Context: an optimization exercise on an open-source flow, tuned for small area and a short achievable clock period. The choices shown serve that exercise and are no tape-out recipe. At most, simulation tests tie the RTL to the original design; equivalence was not proved. Power figures rest on the tool's default switching activity, not on a simulated workload.

## axis_wconv_v2
module axis_wconv_v2
#(
    parameter int B    = 16,
    parameter int NIN  = 12,
    parameter int NOUT = 16
) (
    input  logic              aclk,
    input  logic              areset,
    input  logic              s_axis_tvalid,
    output logic              s_axis_tready,
    input  logic [NIN*B-1:0]  s_axis_tdata,
    input  logic              s_axis_tlast,
    output logic              m_axis_tvalid,
    input  logic              m_axis_tready,
    output logic [NOUT*B-1:0] m_axis_tdata,
    output logic              m_axis_tlast
);
Size in the first run: roughly 1,800 cells after synthesis, ~460 I/O pins.
==> flow/config.mk <==
export PLATFORM = sky130hd
export DESIGN_NAME = axis_wconv_v2
export DESIGN_NICKNAME = axis_wconv_v2
export VERILOG_FILES = /design/flow/design.v
export SDC_FILE = /design/flow/constraint.sdc
export NUM_CORES = 4
export LEC_CHECK = 0
export CAP_MARGIN = 20
export CORE_MARGIN = 2
export CORE_UTILIZATION = 40
export CTS_BUF_LIST = sky130_fd_sc_hd__clkbuf_16
export CTS_CLUSTER_DIAMETER = 90
export CTS_CLUSTER_SIZE = 30
export SETUP_SLACK_MARGIN = 3.85
export SLEW_MARGIN = 20
export SYNTH_HIERARCHICAL = 1
==> flow/constraint.sdc <==
create_clock -name core_clock -period 7.0 [get_ports {aclk}]
set_input_delay 1.4000 -clock core_clock [delete_from_list [all_inputs] [get_ports {aclk}]]
set_output_delay 1.4000 -clock core_clock [all_outputs]
set_load 0.01 [all_outputs]
standard.sh (not shown) runs the stock make flow with config.mk's settings and CLKGATE_MAP_FILE= SYNTH_SCRIPT=/design/flow/synth_recipe.tcl, a recipe that flattens the netlist after the stock synthesis.
==> flow/flow/run.sh <==
#!/bin/bash
# Standard layout, with the port buffers made from the smallest buffer cell instead of the
# cell buffer_ports picks by default (a slow delay cell).
set -euo pipefail
export BUFFER_PORTS_ARGS="-buffer_cell sky130_fd_sc_hd__buf_1"
bash standard.sh > make_finish.log 2>&1
The baseline completed without violations.
Rerun with:
- CTS_CLUSTER_SIZE: 30 -> 26
- SETUP_SLACK_MARGIN: 3.85 -> 4.1
Outcome: The new run passed the timing, design-rule and antenna checks; final area stays flat; clock-buffer cell count went up by 2; sequential share of layout area decreases by 0.10 points; power hardly moves; first-iteration DRC count goes down by about 7%; via count drops by about 1.1%; wire length shrinks by about 3.3%; final cell count does not change; fmax went up by 0.42%.
Rerun with:
- CTS_CLUSTER_DIAMETER: 90 -> 60
- CTS_CLUSTER_SIZE: 26 -> 30
The changed run finished clean; wire length grows by 0.47%; worst hold slack improves by 0.0075 ns; critical path depth stays the same; cell area grows by 2.7%.

* * *

## oak
Another version of the RTL of axis_wconv_v2 (not shown whole).
For scale: roughly 3400 cells after synthesis, ~460 flip-flops, about 0.023 sq mm of cells after synthesis.
Design axis_wconv_v2, start of the top module:
module axis_wconv_v2
#(
    parameter int B    = 16,
    parameter int NIN  = 12,
    parameter int NOUT = 16
) (
    input  logic              aclk,
    input  logic              areset,
    input  logic              s_axis_tvalid,
    output logic              s_axis_tready,
    input  logic [NIN*B-1:0]  s_axis_tdata,
    input  logic              s_axis_tlast,
    output logic              m_axis_tvalid,
    input  logic              m_axis_tready,
    output logic [NOUT*B-1:0] m_axis_tdata,
    output logic              m_axis_tlast
);
clock: 7.0 ns
lec_check: 0
abc_area: 1
cap_margin: 20
core_margin: 2
core_utilization: 40
slew_margin: 20
run.sh (not shown) runs the stock make flow with config.mk's settings and CLKGATE_MAP_FILE= SYNTH_SCRIPT=/design/flow/synth_recipe.tcl, a recipe that flattens the netlist after the stock synthesis.
Stock flow here: none of the scripts above is used.
Modified inputs, pine compared to oak
==> flow/flow/run.sh (new file) <==
#!/bin/bash
# Standard layout, with the port buffers made from the smallest buffer cell instead of the
# cell buffer_ports picks by default (a slow delay cell).
set -euo pipefail
export BUFFER_PORTS_ARGS="-buffer_cell sky130_fd_sc_hd__buf_1"
bash standard.sh > make_finish.log 2>&1
==> flow/standard.sh (new file) <==
#!/bin/bash
# synth_recipe.tcl (not shown) runs the flow's synth.tcl, then flattens the netlist and writes it again
# the make line also repeats each setting of config.mk as NAME=value (left out here)
make -C /OpenROAD-flow-scripts/flow DESIGN_CONFIG=/design/flow/config.mk WORK_HOME=/design/flow/orfs CLKGATE_MAP_FILE= SYNTH_SCRIPT=/design/flow/synth_recipe.tcl "${@:-finish}"
removed: flow/run.sh
==> comparison <==
Compared with oak, pine shows a lower routed wire length. Compared to oak, pine has number of clock buffers in the layout 5 lower. Taking oak as the reference, in pine area fraction of clock buffers and clock inverters saw an increase; maximum frequency saw an increase; area of all placed cells without fillers saw a decrease.
## Diff of input files: birch against pine
Settings: ABC_AREA no longer set, was 1; CORE_UTILIZATION now 20, was 40.
==> flow/run.sh (new file) <==
#!/bin/bash
# synth_recipe.tcl (not shown) runs the flow's synth.tcl, then flattens the netlist and writes it again
# the make line also repeats each setting of config.mk as NAME=value (left out here)
make -C /OpenROAD-flow-scripts/flow DESIGN_CONFIG=/design/flow/config.mk WORK_HOME=/design/flow/orfs CLKGATE_MAP_FILE= SYNTH_SCRIPT=/design/flow/synth_recipe.tcl finish
removed: flow/flow/run.sh
removed: flow/standard.sh
Findings:
- Changes observed in birch relative to pine: area of combinational cells with multiple inputs dropped about 6%, power attributed to sequential cells climbed about 3%, global-route wire length before repair climbed 15%.
- Clock-pin transition on the worst setup and hold timing paths of pine is on par with birch.
- The critical path capture point comes out u_sbuf.grp[292]$_DFF_P_ in one run and s_axis_tready in the other, namely in pine and birch respectively.
- Power in combinational cells ended up about 100% higher on birch than on pine.
- In birch the total number of tap cells turned out 720 higher than in pine.
- Summary: with pine as the reference, floorplan row count in birch moved up by more than a quarter.
- When birch is measured against pine, its number of distinct library cells after synthesis turns out about 50% higher.
- Netlist area before placement, pine and birch: smaller value in birch
- birch reports a higher design internal power than pine does.

* * *

== build 36 ==
axis_wconv_v2, a different RTL version from the one above (not shown whole).
For scale: ~2100 cells after synthesis, roughly 460 flip-flops.
Design axis_wconv_v2, start of the top module:
module axis_wconv_v2
#(
    parameter int B    = 16,
    parameter int NIN  = 12,
    parameter int NOUT = 16
) (
    input  logic              aclk,
    input  logic              areset,
    input  logic              s_axis_tvalid,
    output logic              s_axis_tready,
    input  logic [NIN*B-1:0]  s_axis_tdata,
    input  logic              s_axis_tlast,
    output logic              m_axis_tvalid,
    input  logic              m_axis_tready,
    output logic [NOUT*B-1:0] m_axis_tdata,
    output logic              m_axis_tlast
);
    logic [2:0] cnt_g;       
    logic       flush;
    logic       rdy_r;       
    logic       vld_r;       
    logic       lst_r;       
    logic [4:0] at_r;        
    logic [2:0] cnt_n;
    logic       flush_n;
    logic       rdy_n;
    logic       s_hs;
    logic       m_hs;
    assign s_axis_tready = rdy_r && !areset;
    assign m_axis_tvalid = vld_r && !areset;
    assign m_axis_tlast  = lst_r && !areset;
    assign s_hs = s_axis_tvalid && rdy_r;
    assign m_hs = m_axis_tready && vld_r;
    always_comb begin
        cnt_n   = cnt_g;
        flush_n = flush;
        if (m_hs) begin
            cnt_n = (cnt_g >= 3'd4) ? cnt_g - 3'd4 : 3'd0;
        end
        if (s_hs) begin
            cnt_n = cnt_n + 3'd3;
        end
        if (m_hs && lst_r) begin
            flush_n = 1'b0;
        end else if (s_hs && s_axis_tlast) begin
            flush_n = 1'b1;
        end
        rdy_n = (cnt_n <= 3'd4) && !flush_n;
    end
    always_ff @(posedge aclk) begin
        if (areset) begin
            cnt_g <= 3'd0;
            flush <= 1'b0;
            rdy_r <= 1'b1;
            vld_r <= 1'b0;
            lst_r <= 1'b0;
            at_r  <= 5'b00001;
        end else begin
            cnt_g <= cnt_n;
            flush <= flush_n;
            rdy_r <= rdy_n;
            vld_r <= (cnt_n >= 3'd4) || (flush_n && (cnt_n != 3'd0));
            lst_r <= flush_n && (cnt_n <= 3'd4);
  ...
Settings: LEC_CHECK=0, CAP_MARGIN=20, CORE_MARGIN=2, CORE_UTILIZATION=40, SETUP_SLACK_MARGIN=3.7, SLEW_MARGIN=20; clock period 7.0 ns.
standard.sh (not shown) runs the stock make flow with config.mk's settings and CLKGATE_MAP_FILE= SYNTH_SCRIPT=/design/flow/synth_recipe.tcl, a recipe that flattens the netlist after the stock synthesis.
==> flow/flow/run.sh <==
#!/bin/bash
# Standard layout, with the port buffers made from the smallest buffer cell instead of the
# cell buffer_ports picks by default (a slow delay cell).
set -euo pipefail
export BUFFER_PORTS_ARGS="-buffer_cell sky130_fd_sc_hd__buf_1"
bash standard.sh > make_finish.log 2>&1
Build 36: done, clean on timing, DRC and antenna
Inputs modified between build 36 and build 51:
--- a/flow/config.mk
+++ b/flow/config.mk
@@ -9,4 +9,7 @@
 export CORE_MARGIN = 2
 export CORE_UTILIZATION = 40
+export CTS_BUF_LIST = sky130_fd_sc_hd__clkbuf_16
+export CTS_CLUSTER_DIAMETER = 60
+export CTS_CLUSTER_SIZE = 24
 export SETUP_SLACK_MARGIN = 3.7
 export SLEW_MARGIN = 20
Notes after the runs:
Summary of build 51 over build 36: routed wire length shrank by 270 µm; final critical-path share of the clock period held steady; cell area shrank by 360 µm²; post-route worst hold slack held steady. Between build 51 and build 36, the met2 track utilization from global routing figures differ only marginally. Comparing build 36 with build 51, the global-route wire length before repair came out essentially unchanged. Fraction of the mapped netlist area in compound gates: build 51 vs build 36 identical. Total power draw: build 51 vs build 36 down 5.2%. Build 36 vs build 51, worst setup path endpoint: m_axis_tlast vs m_axis_tvalid. Length of the first detailed-routing pass in iterations was lower in build 36 than in build 51. Minimum clock period (lower): build 36.
> inputs changed (build 51 -> build 94)
--- a/flow/config.mk
+++ b/flow/config.mk
@@ -8,8 +8,8 @@
 export CAP_MARGIN = 20
 export CORE_MARGIN = 2
-export CORE_UTILIZATION = 40
-export CTS_BUF_LIST = sky130_fd_sc_hd__clkbuf_16
-export CTS_CLUSTER_DIAMETER = 60
-export CTS_CLUSTER_SIZE = 24
+export CORE_UTILIZATION = 55
+export CTS_BUF_LIST = sky130_fd_sc_hd__clkbuf_4 sky130_fd_sc_hd__clkbuf_8
+export CTS_CLUSTER_DIAMETER = 50
+export CTS_CLUSTER_SIZE = 16
 export SETUP_SLACK_MARGIN = 3.7
 export SLEW_MARGIN = 20
### Flow results
Taking build 51 as the reference, in build 94 share of total power in combinational logic climbed 1.9 points, final area shrank by 3.6%.
Higher final cell count was reported by build 51, not build 94.
Build 51 -> build 94: maximum frequency flat
Met2 wirelength from detailed routing in build 94 vs build 51: down about 3.4%
On number of distinct library cells after synthesis, build 51 and build 94 are basically level.
Delta(global-route usage, build 94 - build 51) > 0
The higher number of inserted diodes of build 51 and build 94 is in build 51.
Relative to build 94, the following input files were edited for build 88:
--- a/flow/config.mk
+++ b/flow/config.mk
@@ -8,8 +8,8 @@
 export CAP_MARGIN = 20
 export CORE_MARGIN = 2
-export CORE_UTILIZATION = 55
+export CORE_UTILIZATION = 40
 export CTS_BUF_LIST = sky130_fd_sc_hd__clkbuf_4 sky130_fd_sc_hd__clkbuf_8
-export CTS_CLUSTER_DIAMETER = 50
-export CTS_CLUSTER_SIZE = 16
+export CTS_CLUSTER_DIAMETER = 60
+export CTS_CLUSTER_SIZE = 20
 export SETUP_SLACK_MARGIN = 3.7
 export SLEW_MARGIN = 20
## What came out
Total global routing track utilization: build 88 and build 94 compared, lower one is build 88
Going from build 94 to build 88, clock power held steady; area added between synthesis and finish went up; starting density of the core fell by 15 points; wire length of the first global-routing pass now sits lower; delay of the slowest cell on the worst path lost 0.71 ns.
Comparing build 88 with build 94, the fraction of the cycle the final worst path needs came out essentially unchanged.
Sequential share of layout area, build 88 and build 94, higher one = build 94.
Function was not checked in any run of this note: the RTL went through the layout flow alone.

[separate check: timing with driven ports]
Ports are ideal in the flow. The routed layouts listed here were re-timed in OpenROAD.
Step 1, drivers: a clkbuf_16 drives aclk and a buf_2 each remaining input, both assumed.
Step 2 adds t to the input delays and takes it off the output delays; t is the mean of the earliest and latest rising clock arrival at the registers after step 1. Input paths then give back, and output paths get back, about the clock's delay inside the block.
Three values: ideal, step 1, step 2; two values: the first two.
run | t (ns) | slack for setup (ns) | worst register clock-pin slew, ns | pins driven straight from the clock port
the first run of note 1 | 0.631 | 3.856 / 3.818 / 3.328 | 0.12 / 0.12 | 1
the second run of note 1 | 0.621 | 3.869 / 3.821 / 3.609 | 0.11 / 0.11 | 1
the third run of note 1 | 0.608 | 3.869 / 3.821 / 3.579 | 0.09 / 0.09 | 1
oak | 0.649 | 2.781 / 2.760 / 2.181 | 0.06 / 0.06 | 1
pine | 0.644 | 3.240 / 3.283 / 2.639 | 0.06 / 0.06 | 1
birch | 0.673 | 2.680 / 2.619 / 2.143 | 0.07 / 0.07 | 1
build 36 | 0.633 | 3.761 / 3.739 / 3.209 | 0.07 / 0.07 | 1
build 51 | 0.609 | 3.753 / 3.731 / 3.233 | 0.09 / 0.09 | 1
build 94 | 0.675 | 3.757 / 3.740 / 3.105 | 0.10 / 0.10 | 1
build 88 | 0.675 | 3.751 / 3.731 / 3.219 | 0.12 / 0.12 | 1
After both steps every run listed still meets setup and hold. The setup slack of build 94, which loses most, moves by -0.017 ns with the drivers and by -0.652 ns with both steps.
